Context: an optimization exercise on an open-source flow, tuned for small area and a short achievable clock period. The choices shown serve that exercise and are no tape-out recipe.
Where RTL was checked, it was by simulation tests only, not by an equivalence proof against the original.
No activity file was given, so power comes from the tool's default toggle rates.

==> flow/design.v (excerpt) <==
module sid_synth_top #(
    parameter  int NUM_VOICES = 4,
    parameter  int SAMPLE_DIV = 256,
    localparam int MIX_W      = synth_pkg::REG_W + 2
) (
    input  wire logic             clk,
    input  wire logic             rst_n,
    input  wire logic             spi_clk,
    input  wire logic             spi_cs_n,
    input  wire logic             spi_mosi,
    output logic      [MIX_W-1:0] sample,
    output logic                  sample_valid
);
    logic [NUM_VOICES-1:0][15:0] freq;
    logic [NUM_VOICES-1:0][7:0]  pw, attack, attack_n, sustain, sustain_n, level;
    logic [NUM_VOICES-1:0][3:0]  wave, wave_n;
    logic                        is254, step_en, at_tick, pass2, freq_busy;
    spi_voice_regs #(
        .NUM_VOICES (NUM_VOICES)
    ) u_regs (
        .clk      (clk),
        .rst_n    (rst_n),
        .spi_clk  (spi_clk),
        .spi_cs_n (spi_cs_n),
        .spi_mosi (spi_mosi),
        .freq_busy(freq_busy),
        .freq     (freq),
        .pw       (pw),
        .attack   (attack),
        .attack_n (attack_n),
        .sustain  (sustain),
        .sustain_n(sustain_n),
        .wave     (wave),
        .wave_n   (wave_n)
    );
  ...
==> flow/config.mk <==
export PLATFORM = sky130hd
export DESIGN_NAME = sid_synth_top
export DESIGN_NICKNAME = sid_synth_top
export VERILOG_FILES = /design/flow/design.v
export SDC_FILE = /design/flow/constraint.sdc
export NUM_CORES = 4
export LEC_CHECK = 0
export ABC_AREA = 1
export CAP_MARGIN = 20
export CORE_MARGIN = 2
export CORE_UTILIZATION = 40
export CTS_CLUSTER_DIAMETER = 90
export CTS_CLUSTER_SIZE = 25
export SETUP_SLACK_MARGIN = 3.6
export SLEW_MARGIN = 20
==> flow/constraint.sdc <==
create_clock -name core_clock -period 7.0 [get_ports {clk}]
set_input_delay 1.4000 -clock core_clock [delete_from_list [all_inputs] [get_ports {clk}]]
set_output_delay 1.4000 -clock core_clock [all_outputs]
set_load 0.01 [all_outputs]
run.sh (not shown) runs the stock make flow with config.mk's settings and CLKGATE_MAP_FILE= SYNTH_SCRIPT=/design/flow/synth_recipe.tcl, a recipe that flattens the netlist after the stock synthesis.
==> next run, changes <==
--- a/flow/config.mk
+++ b/flow/config.mk
@@ -14 +14 @@
-export SETUP_SLACK_MARGIN = 3.6
+export SETUP_SLACK_MARGIN = 3.8
Synthesized area stays the same.
Sequential power is about the same.
Synthesized cell count does not change.
Worst setup slack gains 63 ps.
Worst hold slack loses 7.6 ps.
Cell area goes up by 0.87%.
Flip-flop and latch count stays the same.
Clock power is lower by about 6%.
Die area does not change.
Clock-buffer cell count falls by 3.

---

Setup of run 1:
sid_synth_top, a different RTL version from the one above (not shown whole).
Size: ~3100 cells after synthesis, ~450 flip-flops, ~30000 um2 of cells after synthesis.
==> flow/design.v (excerpt) <==
module sid_synth_top #(
    parameter  int NUM_VOICES = 4,
    parameter  int SAMPLE_DIV = 256,
    localparam int MIX_W      = synth_pkg::REG_W + 2
) (
    input  wire logic             clk,
    input  wire logic             rst_n,
    input  wire logic             spi_clk,
    input  wire logic             spi_cs_n,
    input  wire logic             spi_mosi,
    output logic      [MIX_W-1:0] sample,
    output logic                  sample_valid
);
Settings: LEC_CHECK=0, CAP_MARGIN=20, CORE_MARGIN=2, CORE_UTILIZATION=40, CTS_BUF_LIST=sky130_fd_sc_hd__clkbuf_4 sky130_fd_sc_hd__clkbuf_8, SETUP_SLACK_MARGIN=3.0, SLEW_MARGIN=20; clock period 7.0 ns.
Run 1 finished every stage and its layout cleared the timing, DRC and antenna checks.
--- input diff run 1..run 5 ---
Settings: CTS_BUF_LIST: sky130_fd_sc_hd__clkbuf_4 sky130_fd_sc_hd__clkbuf_8 -> unset; CTS_CLUSTER_SIZE: unset -> 25; CTS_CLUSTER_DIAMETER: unset -> 90.
## What came out
After detailed routing, run 1 needs more wire than run 5.
Design area was higher in run 1 than in run 5.
[compare] base=run 1 new=run 5: internal power dropped 0.00086 W, die height closely matched the old numbers, sequential power about even.
The total power in run 5 sits about 17% below the value recorded for run 1.
registers as the top power consumer group was reported by run 5, and the clock network by run 1.
No functional check of the RTL was part of any run of this note.

---

== lane 1 ==
Starting RTL as in the previous note.
clock: 7.0 ns
lec_check: 0
cap_margin: 20
core_margin: 2
core_utilization: 40
cts_cluster_diameter: 80
cts_cluster_size: 20
setup_slack_margin: 3.0
slew_margin: 20
In summary, lane 1 completed successfully, with a layout that passed the timing, DRC and antenna checks.
## Diff of input files: lane 2 against lane 1
Settings: removing CTS_CLUSTER_DIAMETER (formerly 80); removing CTS_CLUSTER_SIZE (formerly 20); changing SETUP_SLACK_MARGIN from 3.0 to 3.5.
## What came out
Diff lane 2..lane 1 | worst hold slack after final layout | negligible
Largest fanout on the critical path: lane 2 lower than lane 1
Lane 2 has more setup slack than lane 1.
Clock power share | lane 2 above lane 1
Die area of lane 1 is on par with lane 2.
Wire length of the first global-routing pass, lane 1 and lane 2: lower on lane 1
Max critical path depth across lane 1 and lane 2: lane 2
Area growth from synthesis to layout, lane 1 and lane 2, lower one = lane 1.
Taking lane 1 as the reference, in lane 2 via count increased 846, met3 global-route usage essentially unchanged, finished layout cell area increased about 6%.
Edits applied to the flow inputs when going from lane 2 to lane 3:
Settings: an added CTS_CLUSTER_SIZE of 20; a change of SETUP_SLACK_MARGIN from 3.5 to 3.0; an added CTS_CLUSTER_DIAMETER of 80; a change of CORE_UTILIZATION from 40 to 55.
Findings:
Via count: lane 2 and lane 3 compared, higher one is lane 2
Lane 2 has higher combinational power than lane 3.
Highest-power group: clock -> lane 2, sequential cells -> lane 3
Summary of the comparison: initial antenna violation count is higher in lane 3, relative to lane 2.
Summary of the comparison: non-filler instance count after layout is lower in lane 3, relative to lane 2.
Against lane 2 as the reference, lane 3 delivers a higher post-route clock period utilization.
| worst clock skew | lane 2 vs lane 3 | ≈ equal |
The run showing the smaller sequential share of layout area is lane 2.
Lower hold slack was reported by lane 3, not lane 2.
Diff lane 2 -> lane 3 | total of plain and repair buffers excluding clock buffers | decrease of 80
The following lists how lane 4 was set up differently from lane 3:
Settings: a deleted CTS_CLUSTER_SIZE that had been 20; a deleted CTS_CLUSTER_DIAMETER that had been 80; a change of CORE_UTILIZATION from 55 to 40; an added CTS_BUF_LIST of sky130_fd_sc_hd__clkbuf_2 sky130_fd_sc_hd__clkbuf_4.
- Having completed the whole flow, lane 4 delivered a layout that passed the timing, DRC and antenna checks.
- Taking lane 3 as the reference, in lane 4 proportion of power drawn by combinational gates has decreased; worst setup slack has decreased.
- Lane 3 ended up with g_voice[3].u_voice.m[6]$_DFF_P_ as its last element of the critical path; lane 4 ended up with g_voice[3].u_voice.m[7]$_DFF_P_.
- For the buffer count from post-CTS setup fixing, lane 4 came in 4 lower than lane 3 did.
Function was not checked in any run of this note: the RTL went through the layout flow alone.

---

v32:
Another version of the RTL of sid_synth_top (not shown whole).
For scale: about 3,400 cells after synthesis, roughly 440 flip-flops, about 16 I/O pins, about 29,000 sq um of cells after synthesis.
==> flow/design.v (excerpt) <==
module sid_synth_top #(
    parameter  int NUM_VOICES = 4,
    parameter  int SAMPLE_DIV = 256,
    localparam int MIX_W      = synth_pkg::REG_W + 2
) (
    input  wire logic             clk,
    input  wire logic             rst_n,
    input  wire logic             spi_clk,
    input  wire logic             spi_cs_n,
    input  wire logic             spi_mosi,
    output logic      [MIX_W-1:0] sample,
    output logic                  sample_valid
);
    logic [NUM_VOICES-1:0][15:0] freq;
    logic [NUM_VOICES-1:0][7:0]  pw, attack, attack_n, sustain, sustain_n, level;
    logic [NUM_VOICES-1:0][3:0]  wave, wave_n;
    logic                        is254, step_en, at_tick, pass2, freq_busy;
    spi_voice_regs #(
        .NUM_VOICES (NUM_VOICES)
    ) u_regs (
        .clk      (clk),
        .rst_n    (rst_n),
        .spi_clk  (spi_clk),
        .spi_cs_n (spi_cs_n),
        .spi_mosi (spi_mosi),
        .freq_busy(freq_busy),
        .freq     (freq),
        .pw       (pw),
        .attack   (attack),
        .attack_n (attack_n),
        .sustain  (sustain),
        .sustain_n(sustain_n),
        .wave     (wave),
        .wave_n   (wave_n)
    );
    for (genvar v = 0; v < NUM_VOICES; v++) begin : g_voice
        sid_voice u_voice (
            .clk     (clk),
            .rst_n   (rst_n),
            .is254   (is254),
            .step_en (step_en),
            .at_tick (at_tick),
            .pass2   (pass2),
            .freq    (freq[v]),
            .pw      (pw[v]),
            .attack  (attack[v]),
            .attack_n(attack_n[v]),
            .sustain (sustain[v]),
            .sustain_n(sustain_n[v]),
            .wave    (wave[v]),
            .wave_n  (wave_n[v]),
            .gate_n  (wave_n[v][0]),
            .m       (level[v])
        );
    end
    voice_mixer #(
        .NUM_VOICES (NUM_VOICES),
        .MIX_W      (MIX_W)
    ) u_mixer (
        .clk          (clk),
        .rst_n        (rst_n),
        .level        (level),
        .is254        (is254),
        .step_en      (step_en),
        .at_tick      (at_tick),
  ...
export LEC_CHECK = 0
export ABC_AREA = 1
export CAP_MARGIN = 20
export CORE_MARGIN = 2
export CORE_UTILIZATION = 40
export CTS_CLUSTER_DIAMETER = 90
export CTS_CLUSTER_SIZE = 25
export SETUP_SLACK_MARGIN = 4.2
export SLEW_MARGIN = 20
create_clock -name core_clock -period 7.0 [get_ports {clk}]
v32 did not stop at any stage, and its layout met the timing, DRC and antenna checks.
### v32 -> v40
-- flow/config.mk --
<<< v32, line 14
export SETUP_SLACK_MARGIN = 4.2
>>> v40, line 14
export SETUP_SLACK_MARGIN = 3.5
Results
Every run in the comparison, v32 and v40, completed the flow with a clean layout. Taking v32 as the reference point, the via count of v40 falls by 981. The estimated power of v40 ends up higher than the estimate for v32. Note that the routed wire length recorded for v40 amounts to 0.932 times the value seen in v32. Comparing global-route usage for v32 and v40, the smaller number came from v40. Detailed-route DRC error count: v40 vs v32 identical. Looking at number of cells on the critical path, v40 sits 2 below v32. Diff v32 -> v40 | clock skew | decrease of 7.6 ps. Shortest period the worst path allows, v32 and v40, higher one = v40. Compared with v32, v40 supports a lower clock frequency.
Changes in v10 relative to v40:
-- flow/config.mk --
<<< v40, line 8
export ABC_AREA = 1
>>> v10, line 8
<<< v40, line 14
export SETUP_SLACK_MARGIN = 3.5
>>> v10, line 13
export SETUP_SLACK_MARGIN = 3.3
Notes after the runs:
- Compare v10 and v40 | post-CTS clock slew at the launch and capture registers of the worst setup and hold paths lower: v40
- Launching instance or port of the critical path = g_voice[0].u_voice.env[3]: v10; launching instance or port of the critical path = g_voice[2].u_voice.env[1]: v40
- Per the comparison of v10 with v40, summed area of non-filler cells in the final layout decreased 200 sq um; area after synthesis dropped about 1%; number of non-clock inverters shrank by about 50%.
What v27 does differently from v10 at the input level:
-- flow/config.mk --
<<< v10, line 8
>>> v27, line 8
export ABC_AREA = 1
<<< v10, line 13
export SETUP_SLACK_MARGIN = 3.3
>>> v27, line 14
export SETUP_SLACK_MARGIN = 3.8
Notes after the runs:
v27: all stages complete, timing, DRC and antenna checks passed
Fraction of synthesized area in multiplexers: v27 and v10 compared, lower one is v27
Changes observed in v27 relative to v10: wire length of the first global-routing pass +about 2.7%, gate count of the mapped netlist now sits higher, share of power burned in combinational logic did not really move, area of all placed cells without fillers increased about 3%.
[v27] final standard cell count with taps included and fillers excluded rose 524 relative to v10
Adder-cell share of the synthesized area for v27: 0.40 points down relative to v10
Lower routed wire length among v27 and v10: v10
Between v27 and v10, the difference in clock insertion delay at the later pin of the skew report is negligible.
In the metrics for v27 and v10, the one carrying the higher total power after layout is v10.

[static timing again, ports no longer ideal]
In the flow no input, the clock included, has a driving cell. The finished layouts below were timed again as built, in two steps. Step 1 assumes that a clkbuf_16 drives the clock port and a buf_2 every other input. Step 2 moves the port delays by t, midway between the first and last clock arrival at a register: inputs arrive t later, outputs are due t later. That takes back most of the time a late clock gives input paths. a / b / c = ideal / step 1 / step 2; a / b = the first two.
run | shift t [ns] | setup WS [ns] | worst setup path after step 2 | clock arrival spread, ns | worst data-port slew with drivers (ns)
the first run of note 1 | 0.674 | 3.671 / 3.671 / 3.671 | register to register | 0.034 / 0.034 | 0.05
the second run of note 1 | 0.637 | 3.733 / 3.733 / 3.733 | register to register | 0.023 / 0.024 | 0.05
run 1 | 0.715 | 3.102 / 3.102 / 3.102 | register to register | 0.034 / 0.034 | 0.05
run 5 | 0.660 | 3.152 / 3.152 / 3.152 | register to register | 0.044 / 0.044 | 0.05
lane 1 | 0.628 | 3.126 / 3.126 / 3.126 | register to register | 0.034 / 0.034 | 0.05
lane 2 | 0.664 | 3.287 / 3.287 / 3.287 | register to register | 0.017 / 0.018 | 0.05
lane 3 | 0.692 | 3.148 / 3.148 / 3.148 | register to register | 0.019 / 0.018 | 0.06
lane 4 | 1.025 | 3.111 / 3.111 / 3.111 | register to register | 0.051 / 0.052 | 0.05
v32 | 0.662 | 3.643 / 3.643 / 3.643 | register to register | 0.031 / 0.030 | 0.05
v40 | 0.665 | 3.556 / 3.556 / 3.556 | register to register | 0.024 / 0.025 | 0.05
v10 | 0.655 | 3.372 / 3.372 / 3.372 | register to register | 0.026 / 0.026 | 0.05
v27 | 0.657 | 3.668 / 3.668 / 3.668 | register to register | 0.023 / 0.023 | 0.05
After both steps setup and hold are still met in every run listed.
